Source: an optimization exercise on an open RTL-to-GDS flow (aim: a short achievable clock period and few clock cycles). Production flows keep margins and buffers that such runs may drop.
The RTL was checked by simulation tests, not by an equivalence proof against the original design.
No activity file was given, so power comes from the tool's default toggle rates.

Design cpu_top, start of the top module:
module cpu_top #(
    parameter cpu_pkg::word_t RESET_ADDRESS = 32'h0
) (
    input  logic               clock,
    input  logic               reset,
    output cpu_pkg::word_t     memory_address,
    input  cpu_pkg::word_t     memory_data_in,
    output cpu_pkg::word_t     memory_data_out,
    output cpu_pkg::mem_size_t memory_data_size,
    output logic               memory_enable,
    output logic               memory_operation,  
    input  logic               memory_ready
);
clock: 11.0 ns
lec_check: 0
abc_clock_period_in_ps: 3000
cap_margin: 40
cell_pad_in_sites_detail_placement: 2
cell_pad_in_sites_global_placement: 2
core_margin: 2
core_utilization: 30
place_density: 0.45
setup_slack_margin: 5
slew_margin: 40
tns_end_percent: 100
standard.sh (not shown) runs the stock make flow with config.mk's settings and CLKGATE_MAP_FILE= SYNTH_SCRIPT=/design/flow/synth_recipe.tcl, a recipe that flattens the netlist after the stock synthesis.
==> flow/flow/run.sh <==
#!/bin/bash
# Standard layout with two changes to how it is made: the port buffers are
# buf_8 instead of the default cell, and timing repair aims 6.3 ns below the period.
set -euo pipefail
bash standard.sh "BUFFER_PORTS_ARGS=-buffer_cell sky130_fd_sc_hd__buf_8" SETUP_SLACK_MARGIN=6.3 finish > standard_make.log 2>&1
Testbench counts at the start, summed over its fixed seeds: cycles 25,033.
Rerun with:
--- a/flow/design.v
+++ b/flow/design.v
@@ -229,12 +229,13 @@
     output cpu_pkg::word_t      ex_target,
     output cpu_pkg::word_t      ex_link,
     input  cpu_pkg::word_t      ex_result
 );
     localparam int IDX      = 5;              
     localparam int LINES    = 1 << IDX;
+    localparam int TAGW     = 32 - (IDX + 2) + 1;
     localparam int PF_AHEAD = 96;             
     typedef enum logic [1:0] {BUS_IDLE, BUS_REQ, BUS_WAIT} bus_state_t;
     bus_state_t          bus_state;
     bus_state_t          bus_next;
     logic                bus_data;      
     logic                bus_data_next;
@@ -308,23 +309,23 @@
     logic [2:0]          funct3_q;
     cpu_pkg::word_t      c_instr;
     logic                c_hit;
     cpu_pkg::word_t      c_pc;
     logic [IDX-1:0]      seq_index;     
     logic                seq_wrap;      
-    logic [31:IDX+2]     seq_tag;       
+    logic [TAGW-1:0]     seq_tag;       
     logic [31:IDX+2]     b_tag_plus1;
-    logic [31:IDX+2]     lookup_tag;
+    logic [TAGW-1:0]     lookup_tag;
     logic                sel_eq_q;      
     logic                sel_ne_q;
     logic                sel_lt_q;
     logic                sel_ge_q;
     logic                e_demand_q;    
     logic                snoop;         
     cpu_pkg::word_t      line_data  [LINES];
-    logic [31:IDX+2]     line_tag   [LINES];
+    logic [TAGW-1:0]     line_tag   [LINES];
     logic [LINES-1:0]    line_valid;
     logic                bus_idle;
     logic                fetch_wait;
     logic                e_exec;
     logic                c_ok;
     logic                need_bus;
@@ -383,13 +384,13 @@
                         bus_next      = BUS_IDLE;
                     end
                 end
             end
         endcase
     end
-    assign e_exec   = e_valid && (bus_idle || (bus_pf && e_nobus_q));
+    assign e_exec   = e_valid && (bus_idle || ((bus_pf || op_q) && e_nobus_q));
     assign e_demand = e_demand_q;
     assign nobus_next = !(is_load || is_store || is_jal || is_jalr || is_branch) && hit_next;
     assign pf_go    = bus_idle && pf_ok_q && !e_demand;
     assign pf_done  = (bus_state == BUS_WAIT) && bus_pf && memory_ready;
     always_comb begin
         if (pf_done)                             pf_addr_next = pf_addr + cpu_pkg::INSTR_BYTES;
@@ -459,13 +460,13 @@
     end
     assign lookup_pc    = b_pc + cpu_pkg::INSTR_BYTES;
     assign lookup_index = seq_index;
     assign seq_index    = b_pc[IDX+1:2] + 1'b1;
     assign seq_wrap     = &b_pc[IDX+1:2];
     assign b_tag_plus1  = b_pc[31:IDX+2] + 1'b1;
-    assign seq_tag      = seq_wrap ? b_tag_plus1 : b_pc[31:IDX+2];
+    assign seq_tag      = {seq_wrap ? b_tag_plus1 : b_pc[31:IDX+2], b_pc[1]};
     assign lookup_tag   = seq_tag;
     assign seq_snoop    = pf_done && (b_pc + cpu_pkg::INSTR_BYTES) == addr_q;
     assign snoop        = seq_snoop;
     assign seq_hit      = line_valid[seq_index] && line_tag[seq_index] == seq_tag;
     assign hit_next     = seq_hit || seq_snoop;
     assign fill         = fetched || pf_done;
@@ -487,15 +488,15 @@
     assign memory_data_size = (bus_idle && e_demand) ? (mem_q ? cpu_pkg::mem_size_t'(funct3_q[1:0])
                                                               : cpu_pkg::SIZE_WORD)
                                                      : size_q;
     assign memory_operation = (bus_idle && e_demand) ? store_q : op_q;
     assign store_value      = (bus_idle && e_demand) ? ex_b : sdata_q;
     assign load_funct3      = m_funct3;
-    assign rd           = data_wait_q ? m_rd : rd_q;
+    assign rd           = (data_wait_q && m_load) ? m_rd : rd_q;
     assign write_enable = (e_exec && wr_q) || (data_wait_q && memory_ready && m_load);
-    assign rd_data      = data_wait_q ? load_data : ex_result;
+    assign rd_data      = (data_wait_q && m_load) ? load_data : ex_result;
     always_ff @(posedge clock or posedge reset) begin
         if (reset) begin
             bus_state   <= BUS_REQ;
             bus_data    <= 1'b0;
             bus_idle_q  <= 1'b0;
             fetch_wait_q <= 1'b0;
@@ -633,13 +634,13 @@
             sdata_q  <= ex_b;
             m_rd     <= rd_q;
             m_funct3 <= funct3_q;
         end
         if (fetched || pf_done) begin
             line_data[addr_q[IDX+1:2]] <= memory_data_in;
-            line_tag[addr_q[IDX+1:2]]  <= addr_q[31:IDX+2];
+            line_tag[addr_q[IDX+1:2]]  <= {addr_q[31:IDX+2], addr_q[1]};
         end
         if (b_fire) begin
             c_instr    <= seq_snoop ? memory_data_in : line_data[seq_index];
             load_q     <= is_load;
             ex_sel     <= result_sel;
             ex_sub     <= alu_sub;
The changed run ran to the end with no violations.
Routed wire length climbs by 5.1%.
Setup slack is better by 7.7 ps.
Area after synthesis climbs by 1.5%.
Total power drops by about 64%.
Sequential share of layout area drops by 0.31 points.
Fmax stays flat.
Core utilization hardly moves.
Testbench counts after the change, summed over its fixed seeds: cycles 24,823.

## re-timing with driven ports
Ports are ideal in the flow. The routed layouts listed here were re-timed in OpenROAD.
Step 1 (the two cells are an assumption about what drives the block):
set clk [get_ports {clock}]
set_driving_cell -lib_cell sky130_fd_sc_hd__clkbuf_16 $clk
set_driving_cell -lib_cell sky130_fd_sc_hd__buf_2 [delete_from_list [all_inputs] $clk]
Step 2 also shifts input and output timing later by t, the mid clock arrival at the registers, as if the neighbouring blocks saw the same clock.
a / b / c = ideal ports / drivers / drivers and shift; a / b = the first two.
run	t (ns)	slack for setup (ns)	pins driven straight from the clock port
the first run	1.137	5.560 / 5.433 / 4.608	1
the second run	1.171	5.568 / 5.433 / 4.442	1
After both steps every run listed still meets setup and hold. The setup slack of the second run, which loses most, moves by -0.135 ns with the drivers and by -1.126 ns with both steps.
